Background: an optimization exercise with open tools, aiming at small area. Do not read the settings as production practice. The RTL was checked by simulation tests, not by an equivalence proof against the original design. Power and IR drop assume default switching activity.

--- design/flow/design.v ---
`timescale 1ns/1ns
module typing_game_top
(
    input  logic        clk,
    input  logic        rst_n,
    input  logic        key_valid,
    input  logic [4:0]  key_code,
    input  logic [10:0] hcount,
    input  logic [10:0] vcount,
    output logic [11:0] rgb,
    output logic        game_over,
    output logic [7:0]  score
);
    logic       run, over, restart;
    logic       hit;
    logic [3:0] pend;     
    logic [4:0] sc;       
    logic [4:0] lcode;    
    logic [9:0] x0;       
    logic [3:0] act;      
    logic spawn, shift, floor_hit;
    logic [3:0] clr;
    assign spawn     = (sc == 5'd31);
    assign shift     = run && spawn;
    assign floor_hit = act[3] && (sc >= 5'd5);
    assign clr       = pend & act;
    assign game_over = over;
    logic       key_letter;
    logic [5:0] kd;
    logic [4:0] kdm;
    assign key_letter = key_valid && (key_code != 5'd0) && (key_code <= 5'd26);
    assign kd  = {1'b0, lcode} - {1'b0, key_code};
    assign kdm = kd[5] ? kd[4:0] + 5'd26 : kd[4:0];
    always_ff @(posedge clk)
    begin
        if (!rst_n)
        begin
            run     <= 1'b0;
            over    <= 1'b0;
            restart <= 1'b0;
            pend    <= '0;
            hit     <= 1'b0;
        end
        else
        begin
            restart <= key_valid && (key_code == 5'd27);
            hit     <= run && (|clr) && !restart;
            pend[0] <= key_letter && (kdm == (shift ? 5'd20 : 5'd0));
            pend[1] <= key_letter && (kdm == (shift ? 5'd0  : 5'd6));
            pend[2] <= key_letter && (kdm == (shift ? 5'd6  : 5'd12));
            pend[3] <= key_letter && (kdm == (shift ? 5'd12 : 5'd18));
            if (restart)
            begin
                run  <= 1'b1;
                over <= 1'b0;
            end
            else if (run && floor_hit)
            begin
                run  <= 1'b0;
                over <= 1'b1;
            end
        end
    end
    always_ff @(posedge clk)
    begin
        if (!rst_n || restart)
            score <= '0;
        else if (hit && (score != '1))
            score <= score + 8'd1;
    end
    always_ff @(posedge clk)
    begin
        if (!rst_n || restart)
            act <= '0;
        else if (run)
        begin
            if (spawn)
                act <= {act[2:0] & ~clr[2:0], 1'b1};
            else
                act <= act & ~clr;
        end
    end
    always_ff @(posedge clk)
    begin
        if (restart)
        begin
            sc    <= '0;
            lcode <= 5'd26;
            x0    <= 10'd39;
        end
        else if (run)
        begin
            sc <= sc + 5'd1;
            if (spawn)
            begin
                lcode <= (lcode >= 5'd21) ? lcode - 5'd20 : lcode + 5'd6;
                x0    <= (x0 >= 10'd719) ? x0 - 10'd679 : x0 + 10'd32;
            end
        end
    end
    logic [11:0] dx;
    logic [6:0]  dxh;
    logic        dxb;
    logic [3:0]  inx;
    assign dx  = {1'b0, hcount} - {2'b0, x0};
    assign dxh = dx[11:5];
    assign dxb = (dx[4:0] < 5'd7);
    assign inx[0] = (dxh == 7'd0);
    assign inx[1] = (x0 < 10'd72)  ? (dxh == (dxb ? 7'd22 : 7'd21)) : (dxh == 7'h7F);
    assign inx[2] = (x0 < 10'd104) ? (dxh == (dxb ? 7'd21 : 7'd20)) : (dxh == 7'h7E);
    assign inx[3] = (x0 < 10'd136) ? (dxh == (dxb ? 7'd20 : 7'd19)) : (dxh == 7'h7D);
    logic       z;
    logic [4:0] p;
    logic [2:0] g;
    logic [5:0] gsq;
    logic [11:0] u;
    logic [7:0]  q;
    logic [3:0]  tr;
    logic [3:0]  iny;
    assign z   = (sc == 5'd0);
    assign p   = sc - 5'd1;
    assign g   = p[4:2];
    assign gsq = 6'(g * g);
    assign u   = {1'b0, vcount} - {6'b0, gsq};
    assign q   = u[11:4];
    assign tr[0] = (q[7:1] == 7'd0);
    assign tr[1] = (q == {5'd0, g} + 8'd4) || (q == {5'd0, g} + 8'd5);
    assign tr[2] = (q[7:1] == {4'b0001, g});
    assign tr[3] = g[0] ? ((q == 8'd39) || (q == 8'd40)) : ((q == 8'd36) || (q == 8'd37));
    assign iny[0] = z ? (vcount[10:5] == 6'd0) : tr[0];
    assign iny[1] = z ? tr[0] : tr[1];
    assign iny[2] = z ? tr[1] : tr[2];
    assign iny[3] = z ? tr[2] : tr[3];
    logic [3:0] inbox;
    logic       letter;
    logic [1:0] hs;
    logic [5:0] cc;
    logic [4:0] cw;
    logic       in_start, in_over, show_start, show_over;
    assign inbox  = act & inx & iny;
    assign letter = |inbox;
    assign hs     = {inbox[2] | inbox[3], inbox[1] | inbox[3]};
    assign cc     = {1'b0, lcode} - 6'(6 * hs);
    assign cw     = (cc[5] || (cc == 6'd0)) ? 5'(cc + 6'd26) : cc[4:0];
    assign in_start = (hcount >= 11'd610) && (hcount < 11'd674) && (vcount >= 11'd610) && (vcount < 11'd674);
    assign in_over  = (hcount >= 11'd500) && (hcount < 11'd564) && (vcount >= 11'd250) && (vcount < 11'd314);
    assign show_start = !run && !over && in_start;
    assign show_over  = over && in_over;
    logic       r_hi, r_8, r_32, r_1, r_0;
    logic [3:0] r_g;
    always_ff @(posedge clk)
    begin
        if (!rst_n)
        begin
            r_hi <= 1'b0; r_8 <= 1'b0; r_g <= '0; r_32 <= 1'b0; r_1 <= 1'b0; r_0 <= 1'b0;
        end
        else if (show_start)
        begin
            r_hi <= 1'b0; r_8 <= 1'b0; r_g <= 4'hC; r_32 <= 1'b1; r_1 <= 1'b1; r_0 <= 1'b1;
        end
        else if (show_over)
        begin
            r_hi <= 1'b1; r_8 <= 1'b0; r_g <= 4'h2; r_32 <= 1'b0; r_1 <= 1'b1; r_0 <= 1'b0;
        end
        else
        begin
            r_hi <= letter; r_8 <= letter; r_g <= letter ? cw[3:0] : 4'h0; r_32 <= 1'b0; r_1 <= 1'b0;
            r_0 <= letter && cw[4];
        end
    end
    assign rgb = {r_hi, r_hi, r_hi, r_8, r_g, r_32, r_32, r_1, r_0};
endmodule
--- design/flow/run.sh ---
#!/bin/bash
# synth_recipe.tcl (not shown) runs the flow's synth.tcl, then flattens the netlist and writes it again
# the make line also repeats each setting of config.mk as NAME=value (left out here)
make -C /OpenROAD-flow-scripts/flow DESIGN_CONFIG=/design/flow/config.mk WORK_HOME=/design/flow/orfs CLKGATE_MAP_FILE= SYNTH_SCRIPT=/design/flow/synth_recipe.tcl finish
--- design/flow/config.mk ---
export PLATFORM = sky130hd
export DESIGN_NAME = typing_game_top
export DESIGN_NICKNAME = typing_game_top
export VERILOG_FILES = /design/flow/design.v
export SDC_FILE = /design/flow/constraint.sdc
export NUM_CORES = 4
export LEC_CHECK = 0
export CAP_MARGIN = 20
export CORE_MARGIN = 2
export CORE_UTILIZATION = 40
export SLEW_MARGIN = 20
--- design/flow/constraint.sdc ---
create_clock -name core_clock -period 6.0 [get_ports {clk}]
set_input_delay 1.2000 -clock core_clock [delete_from_list [all_inputs] [get_ports {clk}]]
set_output_delay 1.2000 -clock core_clock [all_outputs]
set_load 0.01 [all_outputs]
==> summary.txt <==
[cell families after synthesis]
family,Yosys count
AO/OA/AOI/OAI,147
other,1
XOR/XNOR,48
AND/OR/NAND/NOR,215
adder cells (fa/ha/maj),47
multiplexers,5
flip-flops,47
buffers and inverters,77
[per-stage QoR]
stage               TNS, ns  instance area, µm²  power, µW  std cells  hold WS [ns]
CTS                       0                5590       2060        800         0.519
detailed placement   -0.954                5400       1700        792         0.510
finish                    0                5770       2230        807         0.514
global route         -0.114                5770       2400        807         0.555
floorplan                 0                4570       1300        587         0.428
global placement     -0.421                5400       1670        792         0.488
[state kept, by name (all words and copies together) (netlist names)]
signal / cells
x0: 10
score: 8
sc: 5
act: 4
lcode: 4
pend: 4
r_g: 3
hit: 1
over: 1
r_0: 1
r_1: 1
r_32: 1
r_8: 1
r_hi: 1
restart: 1
run: 1
[layer usage]
layer / wire length, µm / vias to the layer above / part of all wire / GRT usage
li1: - / 2272 / - / -
met1: 5390 / 2087 / 0.47 / 0.242
met2: 5690 / 69 / 0.49 / 0.332
met3: 310 / 14 / 0.027 / 0.0246
met4: 161 / 0 / 0.014 / 0.0350
met5: 0 / - / 0 / 0
[repair_timing]
action	4_1_cts	5_1_grt
hold buffers	0	0
endpoints found under the setup margin	0	4
gates resized for setup	0	24
hold endpoints to repair	0	0
setup buffers	0	7
[where the power goes]
group	switching [µW]	internal [µW]	leakage (µW)
clock	119	239	0.0000900
sequential	29.5	330	0.000381
combinational	778	733	0.00183
total	926	1300	0.00230
[synth_stat cells, drive strengths merged, types with 2 or more instances]
cell     instances  area (µm²)
a211o            5        43.8
a211oi          12        95.1
a21o            11        82.6
a21oi           30         150
a221oi           3        26.3
a22oi            3        27.5
a31o             3        26.3
a31oi           13        81.3
a32oi            4        53.8
a41oi            3        26.3
and2             4        25.0
and3             5        31.3
buf             12        88.8
clkbuf          15        56.3
dfxtp           47         941
fa               3        60.1
ha              44         551
inv             50         190
mux2i            5        50.1
nand2           34         128
nand2b          13        81.3
nand3           23         120
nand3b           2        15.0
nand4            9        56.3
nand4b           5        43.8
nor2            67         251
nor2b            4        25.0
nor3            14        70.1
nor3b            6        55.1
nor4             9        56.3
nor4b            2        17.5
o2111ai          2        17.5
o211ai           5        37.5
o21a             2        15.0
o21ai           25         125
o31a             2        17.5
o31ai            4        43.8
o32ai            3        45.1
o41a             2        22.5
or2              3        18.8
or3             10        62.6
or4              2        15.0
xnor2           32         299
xor2            15         131
[worst paths after layout]
check                                end  slack [ns]
worst max-delay path                 r_0        0.28
worst min-delay path            score[5]        0.51
worst max register to register       r_0        0.39
worst min register to register  score[5]        0.51
[cell type report]
| cell class | count | area [µm²] |
|---|---|---|
| tap | 143 | 179 |
| sequential | 47 | 941 |
| clock inverter | 3 | 67.6 |
| timing repair buffer | 96 | 847 |
| inverter | 50 | 190 |
| fill | 1090 | 5510 |
| clock buffer | 5 | 125 |
| multi-input combinational | 463 | 3420 |
[worst min-delay path: cells and delay by family (launching register included)]
family,cells,cell delay [ns]
flops,1,0.33
compound gates,2,0.14
==> results.yml <==
setup_path:
  worst-path-stages: 24
  crit_family: "compound AO/OA/AOI/OAI gates"
  crit_top_cell: "buf_4"
  slowest_stage: "o211ai_1"
  worstPathRequired_ns: 6.18
  cp-end-kind: "register"
  crit_chain: "clkdlybuf4s50_1 -> inv_1 -> ha_1 -> inv_1 -> ha_2 -> o21a_1 -> o32ai_4 -> buf_6 -> o211ai_1 -> a21oi_1 -> o221ai_1 -> a31oi_1 -> o2111ai_1 -> buf_4 -> o31ai_4 -> buf_4 -> ha_2 -> fa_1 -> xor2_1 -> buf_4 -> o21ai_0 -> nor2_1 -> xnor2_1 -> a31o_1"
  rr_startpoint: "sc[1]"
  r2r_cells: 27
  crit_start: "vcount[2]"
  cp.arrival_ns: 5.90
  worst-path-buf-inv: 7
  start_kind: "primary input"
  crit_type: "in2reg"
  critPathMaxFanout: 6
  slowest_delay_ns: 0.51
die:
  die_width_um: 111
  row_count: 39
  io_pins: 51
  die_h_um: 111
  coreArea_um2: 11300
  dieArea_um2: 12300
  initial_utilization: 0.406
placed_design:
  dp_hpwl_mm: 9.07
  routabilityCongestion: 0.903
  port-buffer-count: 49
  pre_cts_ws_ns: -0.284
timing:
  worst_clock_skew_ns: 0.00633
  setup_ws_ns: 0.282
  slew_viol_final: 0
  period_needed_ns: 5.72
  min_period_over_period: 0.953
  clock.fmax_mhz: 175
  worst_slew_pin_slew_ns: 0.781
  relSlewSlack: 0.478
  setup_viol: 0
  hold_violations: 0
layout:
  num_antenna_cells: 0
  nets: 740
  final_util: 0.511
  area_growth_pct: 26.0
  layout_commonest_cell: "nor2_1"
  drive_gt1_frac: 0.137
  layout_common_cells: "nor2_1, clkdlybuf4s50_1, inv_1, dfxtp_1, buf_4"
routing:
  vias: 4442
  wirelength_mm: 11.6
  routedWlPerCell_um: 14.3
  drc: 0
  antenna_left: 0
  via_per_inst: 5.50
  dr.pass1.iters: 4
  drtIter0Drc: 125
cts:
  clock_path_buffers: 2
  clock_latency_ns: 0.28
  cts.sinks: 47
  cts_buffers: 5
  cts_tree: "yes"
  root_buffer: "clkbuf_16"
  cts.clk_slew.worst_paths_ns: 0.07
  ctsHtreeMaxLevel: 2
global_routing:
  grt_max_degree: 22
  antenna_found_initial: 0
  first_global_vias: 4272
  grt_pass1_wl_mm: 19.8
  gr-total-overflow: 0
  grtUsageTotal: 0.186
synth:
  yosysSeqAreaShare: 0.206
  synthXorXnorAreaFrac: 0.0993
  ys_types: 79
  synthSimpleGateAreaFrac: 0.241
  syn_nets: 664
  synth_compound_area_frac: 0.235
  ys_seq_elements: 47
  syn-cell-area_um2: 4570
  async_flop_share: 0
  postSynthAreaPerCell_um2: 7.79
  yosys.area_share.adder: 0.133
  synth_enable_flop_cells: 0
  syn_inst: 587
  yosysWarnings: 1
  synth_mux_area_frac: 0.0109
  synthFlopType: "dfxtp_1"
  synth_top_family_by_area: "simple AND/OR/NAND/NOR gates"
pwr:
  p_per_area_nw_per_um2: 386
  irDropWorstVdd_uv: 356
  leakage_uw: 0.00230
hold_path:
  hp-start: "score[5]"
  hold_class: "reg2reg"
  whs_path_depth: 2
job:
  cap_violations: 0
run_status:
  status: "timing/DRC/antenna clean"

## separate check: timing with driven ports
The results above use ideal ports. As a check the final layout listed here was re-extracted and re-timed, cells and wires unchanged.
Step 1 assumes that a clkbuf_16 drives the clock port and a buf_2 every other input.
Step 2 adds t to the input delays and takes it off the output delays; t is the mean of the earliest and latest rising clock arrival at the registers after step 1. Input paths then give back, and output paths get back, about the clock's delay inside the block.
Slacks: ideal ports / drivers / drivers and shift; pairs: ideal ports / drivers.
t (ns): 0.316
slack for setup (ns): 0.282 / 0.291 / -0.025
worst hold slack (ns): 0.514 / 0.514 / 0.514
worst setup path after step 2: input to register
Met with ideal ports but missed after step 2: setup timing in this run. For this run, drivers alone change the setup slack by +0.009 ns; drivers and shift together by -0.307 ns.
